Background: an optimization exercise with open tools, aiming at small area, a short achievable clock period and few clock cycles. Do not read the settings as production practice.
RTL that was checked went through simulation tests only; none was proved equivalent to the original.
No activity file was given, so power comes from the tool's default toggle rates.

## ml_ops_top
module ml_ops_top (
  input  logic              clk_i,
  input  logic              rst_i,
  input  logic              ml_ops_enable_i,
  input  logic              loading_data_i,
  input  logic              relu_en_i,
  input  logic              dotp_en_i,
  input  logic              ex_ready_i,
  input  ml_ops_pkg::addr_t operand_a_addr_i,
  input  ml_ops_pkg::len_t  operand_b_size_i,
  input  ml_ops_pkg::word_t mem_rd_data_i,
  output ml_ops_pkg::word_t reg_wr_data_o,
  output ml_ops_pkg::word_t mem_wr_data_o,
  output ml_ops_pkg::addr_t mem_addr_o,
  output logic              mem_rd_en_o,
  output logic              mem_wr_en_o,
  output logic              reg_wr_en_o,
  output logic              ml_op_done_o,
  output logic              ml_ready_o
);
export LEC_CHECK = 0
export CAP_MARGIN = 20
export CORE_MARGIN = 2
export CORE_UTILIZATION = 60
export CTS_CLUSTER_DIAMETER = 120
export CTS_CLUSTER_SIZE = 24
export SLEW_MARGIN = 20
create_clock -name core_clock -period 9.0 [get_ports {clk_i}]
standard.sh (not shown) runs the stock make flow with config.mk's settings and CLKGATE_MAP_FILE= SYNTH_SCRIPT=/design/flow/synth_recipe.tcl, a recipe that flattens the netlist after the stock synthesis.
==> flow/flow/run.sh <==
#!/bin/bash
# The standard layout, with stronger port buffers and setup repair aimed
# below the clock period (same clock, same constraints).
export BUFFER_PORTS_ARGS="-buffer_cell sky130_fd_sc_hd__buf_4"
export SETUP_SLACK_MARGIN=6.0
export ABC_CLOCK_PERIOD_IN_PS=3000
bash standard.sh > standard_run.log 2>&1
Edit:
--- a/flow/design.v
+++ b/flow/design.v
@@ -714,39 +714,42 @@
   localparam logic [3:0] RR1  = 4'd2;
   localparam logic [3:0] RR2  = 4'd3;
   localparam logic [3:0] RBUB = 4'd4;
   localparam logic [3:0] RW1  = 4'd5;
   localparam logic [3:0] RW2  = 4'd6;
   localparam logic [3:0] DA   = 4'd7;
   localparam logic [3:0] DB   = 4'd8;
   localparam logic [3:0] T1   = 4'd9;
   localparam logic [3:0] T2   = 4'd10;
   localparam logic [3:0] T3   = 4'd11;
   localparam logic [3:0] T4   = 4'd12;
+  localparam logic [3:0] T5   = 4'd13;
   localparam logic [3:0] FIN  = 4'd14;
   logic [3:0]  st_q, st_d;
   logic        rd_d, wr_d, done_d, regwr_d, ready_d;
   logic        relu_q;
   logic        same;
   logic        sq_q;
   logic        last_q;
   logic [15:0] rem_q;
   logic        rem_dec;
   logic        rem_one;
   logic        inc;
   logic [31:0] cur_q, oth_q, cur_nx;
   logic [31:0] a_q;
   logic [31:0] x_q;
   logic [7:0]  one_q, two_q, neg_q;
   logic [31:0] p_q, q_q, r_q, p_nx, q_nx, r_nx;
   logic [31:0] s_q, sa, c1s, c1c, c2s, c2c;
+  logic        cy_q, cya;
+  logic [16:0] lo_sum, hi_sum;
   logic        v1_q, v2_q;
   logic        inc_q, clr_q;
   assign rem_one = (rem_q == 16'd1);
   assign same    = (operand_a_addr_i == oth_q);
   always_comb begin
     st_d    = st_q;
     rd_d    = 1'b0;
     wr_d    = 1'b0;
     done_d  = 1'b0;
     regwr_d = 1'b0;
     rem_dec = 1'b0;
@@ -800,32 +803,25 @@
       DB: begin
         rem_dec = 1'b1;
         if (rem_one) begin
           st_d = T1;
         end else begin
           st_d = DA;
           rd_d = 1'b1;
         end
       end
       T1: st_d = T2;
       T2: st_d = T3;
-      T3: begin
-        if (sq_q) begin
-          st_d    = FIN;
-          regwr_d = 1'b1;
-          done_d  = 1'b1;
-        end else begin
-          st_d = T4;
-        end
-      end
-      T4: begin
+      T3: st_d = sq_q ? T5 : T4;
+      T4: st_d = T5;
+      T5: begin
         st_d    = FIN;
         regwr_d = 1'b1;
         done_d  = 1'b1;
       end
       default: st_d = FIN;
     endcase
     if (ml_op_done_o) begin
       st_d    = ex_ready_i ? IDLE : FIN;
       rd_d    = 1'b0;
       wr_d    = 1'b0;
       regwr_d = 1'b0;
@@ -912,29 +908,33 @@
     end else if (v1_q) begin
       x_q <= a_q;
     end else begin
       x_q <= {x_q[15:0], 16'd0};
     end
     one_q <= one_d;
     two_q <= two_d;
     neg_q <= neg_d;
     p_q   <= p_nx;
     q_q   <= q_nx;
     r_q   <= r_nx;
-    s_q   <= c2s + c2c;
+    s_q   <= {hi_sum[16:1], lo_sum[15:0]};
+    cy_q  <= lo_sum[16];
   end
-  assign sa  = s_q & {32{!clr_q}};
-  assign c1s = p_q ^ q_q ^ r_q;
-  assign c1c = {(p_q[30:0] & q_q[30:0]) | (p_q[30:0] & r_q[30:0]) | (q_q[30:0] & r_q[30:0]), 1'b0};
-  assign c2s = sa ^ c1s ^ c1c;
-  assign c2c = {(sa[30:0] & c1s[30:0]) | (sa[30:0] & c1c[30:0]) | (c1s[30:0] & c1c[30:0]), 1'b0};
+  assign sa     = s_q & {32{!clr_q}};
+  assign cya    = cy_q && !clr_q;
+  assign c1s    = p_q ^ q_q ^ r_q;
+  assign c1c    = {(p_q[30:0] & q_q[30:0]) | (p_q[30:0] & r_q[30:0]) | (q_q[30:0] & r_q[30:0]), 1'b0};
+  assign c2s    = sa ^ c1s ^ c1c;
+  assign c2c    = {(sa[30:0] & c1s[30:0]) | (sa[30:0] & c1c[30:0]) | (c1s[30:0] & c1c[30:0]), 1'b0};
+  assign lo_sum = {1'b0, c2s[15:0]} + {1'b0, c2c[15:0]};
+  assign hi_sum = {c2s[31:16], cya} + {c2c[31:16], cya};
   ml_datapath mac_i (
     .x_i   (x_q),
     .one_i (one_q),
     .two_i (two_q),
     .neg_i (neg_q),
     .so    (p_nx),
     .co    (q_nx),
     .to    (r_nx)
   );
   assign mem_wr_data_o = a_q;
   assign reg_wr_data_o = s_q;
Outcome:
- wire length fell by 2.4%
- cell count shrinks by 4.3%
- non-clock buffer count fell by 2
- clock-buffer cell count is higher by 1
- combinational power falls by 29%
- setup slack gets better by 340 ps
- synthesized area fell by 1.8%
- total power falls by 15%
- register-to-register slack is better by 340 ps
- hold slack improved by 7.0 ps
- cell area falls by 2.1%
- via count decreases by 3.0%
- flip-flop and latch count goes up by 1
No functional check of the RTL was part of any run of this note.

---

Setup of the baseline:
ml_ops_top, a different RTL version from the one above (not shown whole).
Size in the first run: ~2,000 cells after synthesis, roughly 200 I/O pins, roughly 0.020 mm² of cells after synthesis.
clock: 9.0 ns
lec_check: 0
cap_margin: 20
core_margin: 2
core_utilization: 60
cts_cluster_diameter: 120
cts_cluster_size: 24
slew_margin: 20
Scripts as last shown in full above: flow/flow/run.sh
Testbench counts of the baseline, summed over its fixed seeds: cycles 43,054.
Modified inputs, the candidate compared to the baseline
-- flow/design.v --
<<< the baseline, line 725
  localparam logic [3:0] T5   = 4'd13;
  localparam logic [3:0] FIN  = 4'd14;
  localparam logic [3:0] T6   = 4'd15;
  logic [3:0]  st_q, st_d;
  logic        rd_d, wr_d, done_d, regwr_d, ready_d;
>>> the candidate, line 725
  localparam logic [3:0] T5   = 4'd13;
  localparam logic [3:0] FIN  = 4'd14;
  logic [3:0]  st_q, st_d;
  logic        rd_d, wr_d, done_d, regwr_d, ready_d;
<<< the baseline, line 741
  logic [7:0]  one_q, two_q, neg_q;
  logic [31:0] p_q, q_q, r_q, p_nx, q_nx, r_nx;
  logic [31:0] s_q, sa, c1s, c1c, c2s, c2c;
  logic        cy0_q, cy1_q, cy0a, cy1a;
  logic [11:0] lo_sum;
  logic [12:0] mid_sum;
  logic [10:0] hi_sum;
  logic        v1_q, v2_q;
  logic        inc_q, clr_q;
  assign rem_one = (rem_q == 16'd1);
  assign same    = (operand_a_addr_i == oth_q);
>>> the candidate, line 740
  logic [7:0]  one_q, two_q, neg_q;
  logic [31:0] p_q, q_q, r_q, p_nx, q_nx, r_nx;
  logic [31:0] s_q, c_q, sa, ca, c1s, c1c, c2s, c2c, c3s, c3c;
  logic        v1_q, v2_q;
  logic        inc_q, clr_q, sum_q;
  assign rem_one = (rem_q == 16'd1);
  assign same    = (operand_a_addr_i == oth_q);
<<< the baseline, line 817
      T3: st_d = sq_q ? T5 : T4;
      T4: st_d = T5;
      T5: st_d = T6;
      T6: begin
        st_d    = FIN;
        regwr_d = 1'b1;
>>> the candidate, line 812
      T3: st_d = sq_q ? T5 : T4;
      T4: st_d = T5;
      T5: begin
        st_d    = FIN;
        regwr_d = 1'b1;
<<< the baseline, line 865
    inc_q <= (st_d == RR1) || (st_d == RW1);
    clr_q <= (st_d == LD2);
  end
  always_ff @(posedge clk_i) begin
>>> the candidate, line 859
    inc_q <= (st_d == RR1) || (st_d == RW1);
    clr_q <= (st_d == LD2);
    sum_q <= (st_d == T5);
  end
  always_ff @(posedge clk_i) begin
<<< the baseline, line 907
  end
  always_ff @(posedge clk_i) begin
    a_q <= mem_rd_data_i & ~{32{relu_q && mem_rd_data_i[31]}};
    if (v1_q && sq_q) begin
      x_q <= {mem_rd_data_i[30:15], mem_rd_data_i[15:0]};
>>> the candidate, line 902
  end
  always_ff @(posedge clk_i) begin
    if (sum_q) begin
      a_q <= s_q + c_q;
    end else begin
      a_q <= mem_rd_data_i & ~{32{relu_q && mem_rd_data_i[31]}};
    end
    if (v1_q && sq_q) begin
      x_q <= {mem_rd_data_i[30:15], mem_rd_data_i[15:0]};
<<< the baseline, line 921
    q_q   <= q_nx;
    r_q   <= r_nx;
    s_q   <= {hi_sum[10:1], mid_sum[11:1], lo_sum[10:0]};
    cy0_q <= lo_sum[11];
    cy1_q <= mid_sum[12];
  end
  assign sa     = s_q & {32{!clr_q}};
  assign cy0a   = cy0_q && !clr_q;
  assign cy1a   = cy1_q && !clr_q;
  assign c1s    = p_q ^ q_q ^ r_q;
  assign c1c    = {(p_q[30:0] & q_q[30:0]) | (p_q[30:0] & r_q[30:0]) | (q_q[30:0] & r_q[30:0]), 1'b0};
  assign c2s    = sa ^ c1s ^ c1c;
  assign c2c    = {(sa[30:0] & c1s[30:0]) | (sa[30:0] & c1c[30:0]) | (c1s[30:0] & c1c[30:0]), 1'b0};
  assign lo_sum  = {1'b0, c2s[10:0]} + {1'b0, c2c[10:0]};
  assign mid_sum = {1'b0, c2s[21:11], cy0a} + {1'b0, c2c[21:11], cy0a};
  assign hi_sum  = {c2s[31:22], cy1a} + {c2c[31:22], cy1a};
  ml_datapath mac_i (
    .x_i   (x_q),
>>> the candidate, line 920
    q_q   <= q_nx;
    r_q   <= r_nx;
    s_q   <= c3s;
    c_q   <= c3c;
  end
  assign sa  = s_q & {32{!clr_q}};
  assign ca  = c_q & {32{!clr_q}};
  assign c1s = p_q ^ q_q ^ r_q;
  assign c1c = {(p_q[30:0] & q_q[30:0]) | (p_q[30:0] & r_q[30:0]) | (q_q[30:0] & r_q[30:0]), 1'b0};
  assign c2s = sa ^ c1s ^ c1c;
  assign c2c = {(sa[30:0] & c1s[30:0]) | (sa[30:0] & c1c[30:0]) | (c1s[30:0] & c1c[30:0]), 1'b0};
  assign c3s = ca ^ c2s ^ c2c;
  assign c3c = {(ca[30:0] & c2s[30:0]) | (ca[30:0] & c2c[30:0]) | (c2s[30:0] & c2c[30:0]), 1'b0};
  ml_datapath mac_i (
    .x_i   (x_q),
<<< the baseline, line 945
  );
  assign mem_wr_data_o = a_q;
  assign reg_wr_data_o = s_q;
endmodule
>>> the candidate, line 941
  );
  assign mem_wr_data_o = a_q;
  assign reg_wr_data_o = a_q;
endmodule
## What came out
The candidate finished end to end and its layout was clean on timing, DRC and antenna. Delta(number of cells traversed by the worst hold path, the candidate - the baseline) > 0. Per the comparison of the candidate with the baseline, net load switching power fell by about 5%, sequential cell count up 29, total track usage rose 4.1 points, cell area +about 8%, power -about 3.2%. Fraction of power consumed by the clock network (the candidate over the baseline): increase, 2.6 points.
Testbench counts of the candidate, summed over its fixed seeds: cycles 42,935.

## separate check: timing with driven ports
Ports are ideal in the flow. The routed layouts listed here were re-timed in OpenROAD. Step 1: set_driving_cell puts a clkbuf_16 on clk_i and a buf_2 on each other input, an assumption about the parent block. Step 2 times the ports against the registers' clock, not the clock port: input delays grow and output delays shrink by t, the midpoint of the rising clock arrivals with the driver on. a / b / c = ideal ports / drivers / drivers and shift; a / b = the first two.
run | t, ns | setup slack, ns | hold WS [ns] | slew at the worst register clock pin (ns)
the first run of note 1 | 0.575 | 5.584 / 5.584 / 5.576 | 0.482 / 0.482 / 0.482 | 0.10 / 0.10
the second run of note 1 | 0.573 | 5.929 / 5.929 / 5.790 | 0.489 / 0.489 / 0.489 | 0.10 / 0.10
the baseline | 0.561 | 5.965 / 5.965 / 5.792 | 0.481 / 0.481 / 0.481 | 0.10 / 0.10
the candidate | 0.589 | 6.018 / 5.963 / 5.583 | 0.482 / 0.482 / 0.482 | 0.10 / 0.10
After both steps setup and hold are still met in every run listed. For the candidate, which loses most, drivers alone change the setup slack by -0.055 ns; drivers and shift together by -0.435 ns.
